From an optimization exercise on the open Yosys and OpenROAD flow, aimed at small area; shortcuts taken in it are not production practice. Function was checked by simulation only, so behaviour that the tests miss may differ from the original. Power figures rest on the tool's default switching activity, not on a simulated workload.

--- flow/config.mk ---
export PLATFORM = sky130hd
export DESIGN_NAME = udp_tx_top
export DESIGN_NICKNAME = udp_tx_top
export VERILOG_FILES = /design/flow/design.v
export SDC_FILE = /design/flow/constraint.sdc
export NUM_CORES = 4
export LEC_CHECK = 0
export CAP_MARGIN = 20
export CORE_MARGIN = 2
export CORE_UTILIZATION = 40
export SLEW_MARGIN = 20
--- flow/constraint.sdc ---
create_clock -name core_clock -period 6.0 [get_ports {clk}]
set_input_delay 1.2000 -clock core_clock [delete_from_list [all_inputs] [get_ports {clk}]]
set_output_delay 1.2000 -clock core_clock [all_outputs]
set_load 0.01 [all_outputs]
--- flow/design.v ---
package udp_tx_pkg;
    localparam int PREAMBLE_LEN = 8;
    localparam int MAC_HDR_LEN  = 14;
    localparam int IP_HDR_LEN   = 20;
    localparam int UDP_HDR_LEN  = 8;
    localparam int HDR_LEN      = MAC_HDR_LEN + IP_HDR_LEN + UDP_HDR_LEN;
    localparam int FCS_LEN      = 4;
    localparam int MIN_PAYLOAD  = 46 - IP_HDR_LEN - UDP_HDR_LEN;
    localparam int LEN_W        = 16;
    localparam int MAX_PAYLOAD  = 1472;
    localparam logic [7:0]  PREAMBLE_BYTE = 8'h55;
    localparam logic [7:0]  SFD_BYTE      = 8'hD5;
    localparam logic [15:0] ETH_TYPE_IPV4 = 16'h0800;
    localparam logic [7:0]  IP_VER_IHL    = 8'h45;
    localparam logic [7:0]  IP_TTL        = 8'd64;
    localparam logic [7:0]  IP_PROTO_UDP  = 8'd17;
    localparam logic [31:0] CRC_POLY_REFL = 32'hEDB8_8320;
    localparam logic [31:0] CRC_INIT      = 32'hFFFF_FFFF;
    typedef enum logic [2:0] {
        PH_IDLE,
        PH_PREAMBLE,
        PH_HEADER,
        PH_PAYLOAD,
        PH_PAD,
        PH_FCS
    } tx_phase_t;
endpackage
`timescale 1ns/1ps
module crc32_d8 (
    input  logic        clk,
    input  logic        rst_n,
    input  logic        i_init,
    input  logic        i_en,
    input  logic [7:0]  i_data,
    output logic [31:0] o_crc
);
    logic [31:0] crc_q;
    function automatic logic [31:0] crc_step(input logic [31:0] crc, input logic [7:0] data);
        logic [31:0] c;
        c = crc ^ {24'h0, data};
        for (int i = 0; i < 8; i++) begin
            if (c[0]) begin
                c = (c >> 1) ^ udp_tx_pkg::CRC_POLY_REFL;
            end else begin
                c = c >> 1;
            end
        end
        crc_step = c;
    endfunction
    always_ff @(posedge clk or negedge rst_n) begin
        if (!rst_n) begin
            crc_q <= udp_tx_pkg::CRC_INIT;
        end else if (i_init) begin
            crc_q <= udp_tx_pkg::CRC_INIT;
        end else if (i_en) begin
            crc_q <= crc_step(crc_q, i_data);
        end
    end
    assign o_crc = ~crc_q;
endmodule
`timescale 1ns/1ps
module ip_checksum (
    input  logic        clk,
    input  logic        rst_n,
    input  logic        i_start_accept,
    input  logic [15:0] i_ip_total_len,
    input  logic [31:0] i_ip_src,
    input  logic [31:0] i_ip_dst,
    output logic [15:0] o_checksum
);
    logic        active;
    logic [3:0]  word_cnt;
    logic [19:0] sum;
    logic [15:0] word;
    logic [16:0] fold1;
    logic [15:0] fold2;
    always_comb begin
        case (word_cnt)
            4'd0:    word = {udp_tx_pkg::IP_VER_IHL, 8'h00};
            4'd1:    word = i_ip_total_len;
            4'd4:    word = {udp_tx_pkg::IP_TTL, udp_tx_pkg::IP_PROTO_UDP};
            4'd6:    word = i_ip_src[31:16];
            4'd7:    word = i_ip_src[15:0];
            4'd8:    word = i_ip_dst[31:16];
            4'd9:    word = i_ip_dst[15:0];
            default: word = 16'h0000;
        endcase
    end
    always_ff @(posedge clk or negedge rst_n) begin
        if (!rst_n) begin
            active   <= 1'b0;
            word_cnt <= '0;
            sum      <= '0;
        end else if (i_start_accept) begin
            active   <= 1'b1;
            word_cnt <= '0;
            sum      <= '0;
        end else if (active) begin
            sum      <= sum + {4'h0, word};
            word_cnt <= word_cnt + 1'b1;
            if (word_cnt == udp_tx_pkg::IP_HDR_LEN / 2 - 1) begin
                active <= 1'b0;
            end
        end
    end
    assign fold1      = {1'b0, sum[15:0]} + {13'h0, sum[19:16]};
    assign fold2      = fold1[15:0] + {15'h0, fold1[16]};
    assign o_checksum = ~fold2;
endmodule
`timescale 1ns/1ps
module header_gen (
    input  logic                            clk,
    input  logic                            rst_n,
    input  logic                            i_start_accept,
    input  logic [47:0]                     i_mac_dst,
    input  logic [47:0]                     i_mac_src,
    input  logic [31:0]                     i_ip_src,
    input  logic [31:0]                     i_ip_dst,
    input  logic [15:0]                     i_udp_src_port,
    input  logic [15:0]                     i_udp_dst_port,
    input  logic [udp_tx_pkg::LEN_W-1:0]    i_payload_len,
    input  logic [udp_tx_pkg::LEN_W-1:0]    i_index,
    input  logic [15:0]                     i_checksum,
    output logic [7:0]                      o_hdr_byte,
    output logic [15:0]                     o_ip_total_len,
    output logic [31:0]                     o_ip_src,
    output logic [31:0]                     o_ip_dst
);
    logic [47:0] mac_dst_q;
    logic [47:0] mac_src_q;
    logic [15:0] src_port_q;
    logic [15:0] dst_port_q;
    logic [15:0] udp_len_q;
    logic [8*udp_tx_pkg::HDR_LEN-1:0] hdr_flat;
    always_ff @(posedge clk or negedge rst_n) begin
        if (!rst_n) begin
            mac_dst_q      <= '0;
            mac_src_q      <= '0;
            o_ip_src       <= '0;
            o_ip_dst       <= '0;
            src_port_q     <= '0;
            dst_port_q     <= '0;
            o_ip_total_len <= '0;
            udp_len_q      <= '0;
        end else if (i_start_accept) begin
            mac_dst_q      <= i_mac_dst;
            mac_src_q      <= i_mac_src;
            o_ip_src       <= i_ip_src;
            o_ip_dst       <= i_ip_dst;
            src_port_q     <= i_udp_src_port;
            dst_port_q     <= i_udp_dst_port;
            o_ip_total_len <= i_payload_len +
                              16'(udp_tx_pkg::IP_HDR_LEN + udp_tx_pkg::UDP_HDR_LEN);
            udp_len_q      <= i_payload_len + 16'(udp_tx_pkg::UDP_HDR_LEN);
        end
    end
    assign hdr_flat = {
        mac_dst_q, mac_src_q, udp_tx_pkg::ETH_TYPE_IPV4,
        udp_tx_pkg::IP_VER_IHL, 8'h00, o_ip_total_len,
        16'h0000, 16'h0000,
        udp_tx_pkg::IP_TTL, udp_tx_pkg::IP_PROTO_UDP, i_checksum,
        o_ip_src, o_ip_dst,
        src_port_q, dst_port_q, udp_len_q, 16'h0000
    };
    always_comb begin
        if (i_index < udp_tx_pkg::HDR_LEN) begin
            o_hdr_byte = hdr_flat[8*(udp_tx_pkg::HDR_LEN - 1 - i_index) +: 8];
        end else begin
            o_hdr_byte = 8'h00;
        end
    end
endmodule
`timescale 1ns/1ps
module frame_ctrl (
    input  logic                            clk,
    input  logic                            rst_n,
    input  logic                            i_start,
    input  logic [udp_tx_pkg::LEN_W-1:0]    i_payload_len,
    output udp_tx_pkg::tx_phase_t           o_phase,
    output logic [udp_tx_pkg::LEN_W-1:0]    o_index,
    output logic                            o_start_accept,
    output logic                            o_payload_req,
    output logic                            o_tx_done,
    output logic                            o_busy
);
    logic [udp_tx_pkg::LEN_W-1:0] len_q;
    logic [udp_tx_pkg::LEN_W-1:0] index_d;
    udp_tx_pkg::tx_phase_t        phase_d;
    logic                         last_byte;
    assign o_start_accept = i_start && !o_busy;
    always_comb begin
        case (o_phase)
            udp_tx_pkg::PH_PREAMBLE: last_byte = (o_index == udp_tx_pkg::PREAMBLE_LEN - 1);
            udp_tx_pkg::PH_HEADER:   last_byte = (o_index == udp_tx_pkg::HDR_LEN - 1);
            udp_tx_pkg::PH_PAYLOAD:  last_byte = (o_index == len_q - 1'b1);
            udp_tx_pkg::PH_PAD:      last_byte = (o_index + len_q == udp_tx_pkg::MIN_PAYLOAD - 1);
            udp_tx_pkg::PH_FCS:      last_byte = (o_index == udp_tx_pkg::FCS_LEN - 1);
            default:                 last_byte = 1'b0;
        endcase
    end
    always_comb begin
        phase_d = o_phase;
        index_d = o_index + 1'b1;
        if (o_phase == udp_tx_pkg::PH_IDLE) begin
            index_d = '0;
            if (o_start_accept) begin
                phase_d = udp_tx_pkg::PH_PREAMBLE;
            end
        end else if (last_byte) begin
            index_d = '0;
            case (o_phase)
                udp_tx_pkg::PH_PREAMBLE: phase_d = udp_tx_pkg::PH_HEADER;
                udp_tx_pkg::PH_HEADER: begin
                    if (len_q == '0) begin
                        phase_d = udp_tx_pkg::PH_PAD;
                    end else begin
                        phase_d = udp_tx_pkg::PH_PAYLOAD;
                    end
                end
                udp_tx_pkg::PH_PAYLOAD: begin
                    if (len_q < udp_tx_pkg::MIN_PAYLOAD) begin
                        phase_d = udp_tx_pkg::PH_PAD;
                    end else begin
                        phase_d = udp_tx_pkg::PH_FCS;
                    end
                end
                udp_tx_pkg::PH_PAD: phase_d = udp_tx_pkg::PH_FCS;
                default:            phase_d = udp_tx_pkg::PH_IDLE;
            endcase
        end
    end
    assign o_payload_req = (o_phase == udp_tx_pkg::PH_HEADER && last_byte && len_q != '0) ||
                           (o_phase == udp_tx_pkg::PH_PAYLOAD && !last_byte);
    always_ff @(posedge clk or negedge rst_n) begin
        if (!rst_n) begin
            o_phase   <= udp_tx_pkg::PH_IDLE;
            o_index   <= '0;
            o_tx_done <= 1'b0;
            o_busy    <= 1'b0;
        end else begin
            o_phase   <= phase_d;
            o_index   <= index_d;
            o_tx_done <= (o_phase == udp_tx_pkg::PH_FCS) && last_byte;
            if (o_start_accept) begin
                o_busy <= 1'b1;
            end else if (o_tx_done) begin
                o_busy <= 1'b0;
            end
        end
    end
    always_ff @(posedge clk) begin
        if (o_start_accept) begin
            len_q <= i_payload_len;
        end
    end
endmodule
`timescale 1ns/1ps
module gmii_tx_stage (
    input  logic                            clk,
    input  logic                            rst_n,
    input  udp_tx_pkg::tx_phase_t           i_phase,
    input  logic [udp_tx_pkg::LEN_W-1:0]    i_index,
    input  logic [7:0]                      i_hdr_byte,
    input  logic [7:0]                      i_payload,
    input  logic [31:0]                     i_crc,
    output logic                            o_crc_init,
    output logic                            o_crc_en,
    output logic [7:0]                      o_crc_data,
    output logic [7:0]                      o_gmii_txd,
    output logic                            o_gmii_tx_en
);
    logic [7:0] payload_q;
    logic [7:0] tx_byte;
    always_ff @(posedge clk) begin
        payload_q <= i_payload;
    end
    always_comb begin
        case (i_phase)
            udp_tx_pkg::PH_PREAMBLE: begin
                if (i_index == udp_tx_pkg::PREAMBLE_LEN - 1) begin
                    tx_byte = udp_tx_pkg::SFD_BYTE;
                end else begin
                    tx_byte = udp_tx_pkg::PREAMBLE_BYTE;
                end
            end
            udp_tx_pkg::PH_HEADER:  tx_byte = i_hdr_byte;
            udp_tx_pkg::PH_PAYLOAD: tx_byte = payload_q;
            udp_tx_pkg::PH_FCS:     tx_byte = i_crc[8*i_index[1:0] +: 8];
            default:                tx_byte = 8'h00;
        endcase
    end
    assign o_crc_init = (i_phase == udp_tx_pkg::PH_PREAMBLE);
    assign o_crc_en   = (i_phase == udp_tx_pkg::PH_HEADER) ||
                        (i_phase == udp_tx_pkg::PH_PAYLOAD) ||
                        (i_phase == udp_tx_pkg::PH_PAD);
    assign o_crc_data = tx_byte;
    always_ff @(posedge clk or negedge rst_n) begin
        if (!rst_n) begin
            o_gmii_txd   <= 8'h00;
            o_gmii_tx_en <= 1'b0;
        end else begin
            o_gmii_txd   <= tx_byte;
            o_gmii_tx_en <= (i_phase != udp_tx_pkg::PH_IDLE);
        end
    end
endmodule
`timescale 1ns/1ps
module udp_tx_top (
    input  logic                            clk,
    input  logic                            rst_n,
    input  logic                            i_start,
    input  logic [47:0]                     i_mac_dst,
    input  logic [47:0]                     i_mac_src,
    input  logic [31:0]                     i_ip_src,
    input  logic [31:0]                     i_ip_dst,
    input  logic [15:0]                     i_udp_src_port,
    input  logic [15:0]                     i_udp_dst_port,
    input  logic [udp_tx_pkg::LEN_W-1:0]    i_payload_len,
    input  logic [7:0]                      i_payload,
    output logic                            o_payload_req,
    output logic                            o_tx_done,
    output logic                            o_busy,
    output logic                            o_gmii_tx_en,
    output logic [7:0]                      o_gmii_txd
);
    udp_tx_pkg::tx_phase_t          phase;
    logic [udp_tx_pkg::LEN_W-1:0]   index;
    logic                           start_accept;
    logic [7:0]                     hdr_byte;
    logic [15:0]                    ip_total_len;
    logic [31:0]                    ip_src;
    logic [31:0]                    ip_dst;
    logic [15:0]                    checksum;
    logic                           crc_init;
    logic                           crc_en;
    logic [7:0]                     crc_data;
    logic [31:0]                    crc;
    frame_ctrl u_frame_ctrl (
        .clk            (clk),
        .rst_n          (rst_n),
        .i_start        (i_start),
        .i_payload_len  (i_payload_len),
        .o_phase        (phase),
        .o_index        (index),
        .o_start_accept (start_accept),
        .o_payload_req  (o_payload_req),
        .o_tx_done      (o_tx_done),
        .o_busy         (o_busy)
    );
    header_gen u_header_gen (
        .clk            (clk),
        .rst_n          (rst_n),
        .i_start_accept (start_accept),
        .i_mac_dst      (i_mac_dst),
        .i_mac_src      (i_mac_src),
        .i_ip_src       (i_ip_src),
        .i_ip_dst       (i_ip_dst),
        .i_udp_src_port (i_udp_src_port),
        .i_udp_dst_port (i_udp_dst_port),
        .i_payload_len  (i_payload_len),
        .i_index        (index),
        .i_checksum     (checksum),
        .o_hdr_byte     (hdr_byte),
        .o_ip_total_len (ip_total_len),
        .o_ip_src       (ip_src),
        .o_ip_dst       (ip_dst)
    );
    ip_checksum u_ip_checksum (
        .clk            (clk),
        .rst_n          (rst_n),
        .i_start_accept (start_accept),
        .i_ip_total_len (ip_total_len),
        .i_ip_src       (ip_src),
        .i_ip_dst       (ip_dst),
        .o_checksum     (checksum)
    );
    gmii_tx_stage u_gmii_tx_stage (
        .clk            (clk),
        .rst_n          (rst_n),
        .i_phase        (phase),
        .i_index        (index),
        .i_hdr_byte     (hdr_byte),
        .i_payload      (i_payload),
        .i_crc          (crc),
        .o_crc_init     (crc_init),
        .o_crc_en       (crc_en),
        .o_crc_data     (crc_data),
        .o_gmii_txd     (o_gmii_txd),
        .o_gmii_tx_en   (o_gmii_tx_en)
    );
    crc32_d8 u_crc32_d8 (
        .clk            (clk),
        .rst_n          (rst_n),
        .i_init         (crc_init),
        .i_en           (crc_en),
        .i_data         (crc_data),
        .o_crc          (crc)
    );
endmodule
--- flow/run.sh ---
#!/bin/bash
# synth_recipe.tcl (not shown) runs the flow's synth.tcl, then flattens the netlist and writes it again
# the make line also repeats each setting of config.mk as NAME=value (left out here)
make -C /OpenROAD-flow-scripts/flow DESIGN_CONFIG=/design/flow/config.mk WORK_HOME=/design/flow/orfs CLKGATE_MAP_FILE= SYNTH_SCRIPT=/design/flow/synth_recipe.tcl finish
==> impl_metrics.tcl <==
set metrics [dict create \
    status "no timing/DRC/antenna violations" \
    grt_pass1_wl_um 98600 \
    drive_gt1_share_pct 9.00 \
    critPathArrivalTime_ns 4.27 \
    wl_per_cell_um 21.0 \
    setup_tns_ns 0 \
    cp_max_fo 4 \
    hold_path_depth 2 \
    clkLatencyLatePin_ns 0.57 \
    antenna_cells 0 \
    die_h_um 225 \
    synth_edf_count 16 \
    die_area_mm2 0.0505 \
    yosysSeqAreaShare_pct 43.2 \
    syn2layout_area_growth_pct 21.0 \
    core_mm2 0.0479 \
    cts-buffers-inserted 39 \
    fill_cells 4564 \
    placed_cells 2935 \
    dp_hpwl_um 46300 \
    routed_wl_um 63200 \
    powerDensity_mw_per_mm2 202 \
    relSlewSlack_pct 31.4 \
    cpMaxStageDelayCell "or4_1" \
    cts_buffer_depth 3 \
    critPathLaunchType "flip-flop" \
    stdcell_count 3004 \
    antenna_left 0 \
    finalCritPeriodShare_pct 91.2 \
    ir_worst_vdd_uv 157 \
    io_pins 231 \
    grt-ovfl-total 0 \
    crit_path_end_kind "output port" \
    ys_seq_elements 333 \
    ys_top_cells_by_area "dfrtp_1 36%, nand2_1 13%, mux4_2 4.5%" \
    synthArstFlopShare_pct 92.8 \
    die_w_um 225 \
    ctsHoldBuffers 0 \
    maxCapViolations 0 \
    via_per_inst 5.53 \
    synth_top_cell_area_share_pct 35.6 \
    cts_root_buffer "clkbuf_16" \
    port_buffers 230 \
    setup_viol 0 \
    crit_path_cell_trace "or4_1, or3_4, nor3_2, xnor2_1, xnor2_1, or3b_2, a21oi_1, o21ai_1, or4b_1, o2111ai_2, a21oi_1, nor2_1, dlymetal6s2s_1" \
    synth.distinct_cells 97 \
    drc_errors 0 \
    min_period_ns 5.47 \
    syn_nets 2451 \
    vias 16600 \
    placementRows 80 \
    antenna_found_initial 0 \
    cts_tree "done" \
    rsz0062_at_grt "false" \
    yosysWarnings 5 \
    finalHoldViolCount 0 \
    slew_violations 0 \
    path_class "reg2out" \
    critPathMaxStageDelay_ns 0.59 \
    grt_max_degree 111 \
    cp_data_required_time_ns 4.80 \
    synthFlopType "dfrtp_1" \
    worst_pin_slew_ns 1.03 \
    initialDrtViolationCount 1643 \
    clkTransAtPathRegs_ns 0.06 \
    firstDrtPassIters 6 \
    fmaxAchievable_mhz 183 \
    reg2reg_depth 19 \
    start_util_pct 40.6 \
    p_leak_nw 10.9 \
    synthesis.area_mm2 0.0195 \
    synth_top_cell_by_area "dfrtp_1" \
    grt_pass1_vias 16700 \
    htree_levels 2 \
    grt.total_usage_pct 25.3 \
    synth.avg_cell_area_um2 8.94 \
    timing.final.ws_setup_ns 0.529 \
    yosysMostFrequentCell "nand2_1" \
    hold_class "reg2reg" \
    synth_commonest_cells "697 x nand2_1, 277 x dfrtp_1, 151 x nor2_1, 98 x xnor2_1, 90 x clkbuf_1" \
    cts_sinks 333 \
    dp_slack_ns 0.521 \
    gp_congestion 0.917 \
    synthCells 2179 \
    clock_skew_ns 0.0246 \
    finalNetCount 2634 \
]
[stage by stage]
step	hold slack, ns	total power, mW	util, %	cell area (µm²)
global route	0.490	4.93	49.2	23600
floorplan	0.438	2.33	-	19500
global placement	0.453	2.54	46.6	22400
detailed placement	0.457	2.54	46.6	22400
CTS	0.472	4.82	49.2	23600
finish	0.467	4.77	49.2	23600
[worst paths after layout]
path,slack [ns],from,end
setup / recovery,0.53,u_frame_ctrl.len_q[7],o_payload_req
min in group asynchronous,0.64,rst_n,u_header_gen.o_ip_total_len[14]
hold / removal,0.47,u_header_gen.mac_dst_q[13],u_header_gen.mac_dst_q[13]
hold reg to reg,0.47,u_header_gen.mac_dst_q[13],u_header_gen.mac_dst_q[13]
max in group asynchronous,4.04,rst_n,u_header_gen.mac_src_q[9]
setup reg to reg,0.64,u_ip_checksum.word_cnt[0],u_ip_checksum.sum[19]
[timing repair]
item | 4_1_cts | 5_1_grt
gates cloned | 0 | 0
gates resized for setup | 1 | 3
setup endpoints to repair | 1 | 1
pin swaps | 0 | 0
buffers inserted | 1 | 0
[where the power goes]
group / switching [mW] / total, mW / internal (mW)
combinational: 0.0913 / 0.228 / 0.137
clock: 0.985 / 2.27 / 1.29
sequential: 0.00213 / 2.27 / 2.26
[layout by cell type, fill, tap and decap left out, types with 11 or more instances in the layout]
cell type	Yosys	routed
clkbuf_16	0	40
nand4_1	16	16
buf_4	7	28
a21oi_1	85	85
nor2_1	151	151
mux4_2	39	39
xnor2_1	98	97
xor2_1	55	55
mux2_2	16	16
inv_1	29	28
nand3_1	30	30
ha_1	50	50
nor4_1	16	16
nand2_1	697	696
nor2b_1	11	11
o31ai_1	11	11
edfxtp_1	16	16
o21ai_0	66	66
dfrtp_1	277	275
a22oi_1	25	25
nor3_1	27	26
o211ai_1	15	15
a222oi_1	11	11
dfstp_2	32	32
o22ai_1	18	18
mux2i_1	48	48
clkdlybuf4s50_1	0	228
[flip-flops by register name, indices dropped and copies added (netlist names), 3 cells and up]
name,flops
u_header_gen.o_ip_dst,32
u_ip_checksum.sum,20
u_frame_ctrl.len_q,16
u_frame_ctrl.o_index,16
u_crc32_d8.crc_q,32
u_header_gen.udp_len_q,16
u_ip_checksum.word_cnt,4
u_header_gen.src_port_q,16
u_gmii_tx_stage.o_gmii_txd,8
u_header_gen.o_ip_src,32
u_gmii_tx_stage.payload_q,8
u_frame_ctrl.o_phase,3
u_header_gen.dst_port_q,16
u_header_gen.mac_src_q,48
u_header_gen.mac_dst_q,48
u_header_gen.o_ip_total_len,14
[per-layer routing]
metal | GRT usage [%] | vias to the layer above | part of all wire [%]
met5 | 0 | - | 0
met4 | 7.88 | 0 | 2.8
met3 | 3.74 | 91 | 6.1
met2 | 39.7 | 550 | 45
li1 | - | 7852 | -
met1 | 36.2 | 8127 | 46
[cell type report]
| class | instances | area, µm² | area share (%) |
|---|---|---|---|
| Inverter | 34 | 133 | 0.562 |
| Timing Repair Buffer | 261 | 2580 | 10.9 |
| Clock inverter | 17 | 113 | 0.478 |
| Tap cell | 615 | 769 | 3.26 |
| Sequential cell | 333 | 8420 | 35.7 |
| Multi-Input combinational cell | 1693 | 10500 | 44.4 |
| Clock buffer | 51 | 1090 | 4.63 |
[cell families after synthesis]
| group | Yosys count | share of synthesized area [%] |
|---|---|---|
| XOR/XNOR | 164 | 7.95 |
| AND/OR/NAND/NOR | 1032 | 22.6 |
| multiplexers | 104 | 7.96 |
| AO/OA/AOI/OAI | 340 | 11.6 |
| adder cells (fa/ha/maj) | 53 | 3.52 |
| flip-flops | 333 | 43.2 |
| buffers and inverters | 153 | 3.20 |
[critical path: cells and delay by family, from the launching register on]
family,cells,cell delay (ns)
AOI/OAI and AO/OA,4,0.55
xor gates and xnor gates,2,0.28
buffers and inverters,1,0.17
DFF,1,0.44
and+or+nand+nor,6,2.28

## what the ideal ports hide
No port has a modelled driver above. Below, the same layout with a new extraction and two added sets of constraints. Step 1 (the two cells are an assumption about what drives the block):
set clk [get_ports {clk}]
set_driving_cell -lib_cell sky130_fd_sc_hd__clkbuf_16 $clk
set_driving_cell -lib_cell sky130_fd_sc_hd__buf_2 [delete_from_list [all_inputs] $clk]
Step 2 adds t to the input delays and takes it off the output delays; t is the mean of the earliest and latest rising clock arrival at the registers after step 1. Input paths then give back, and output paths get back, about the clock's delay inside the block. Three values: ideal, step 1, step 2; two values: the first two.
shift t [ns]: 0.609
setup slack, ns: 0.529 / 0.475 / 0.645
hold WS [ns]: 0.467 / 0.467 / 0.467
clock arrival spread, ns: 0.029 / 0.028
After both steps this run still meets setup and hold. The setup slack of this run moves by -0.054 ns with the drivers and by +0.116 ns with both steps.
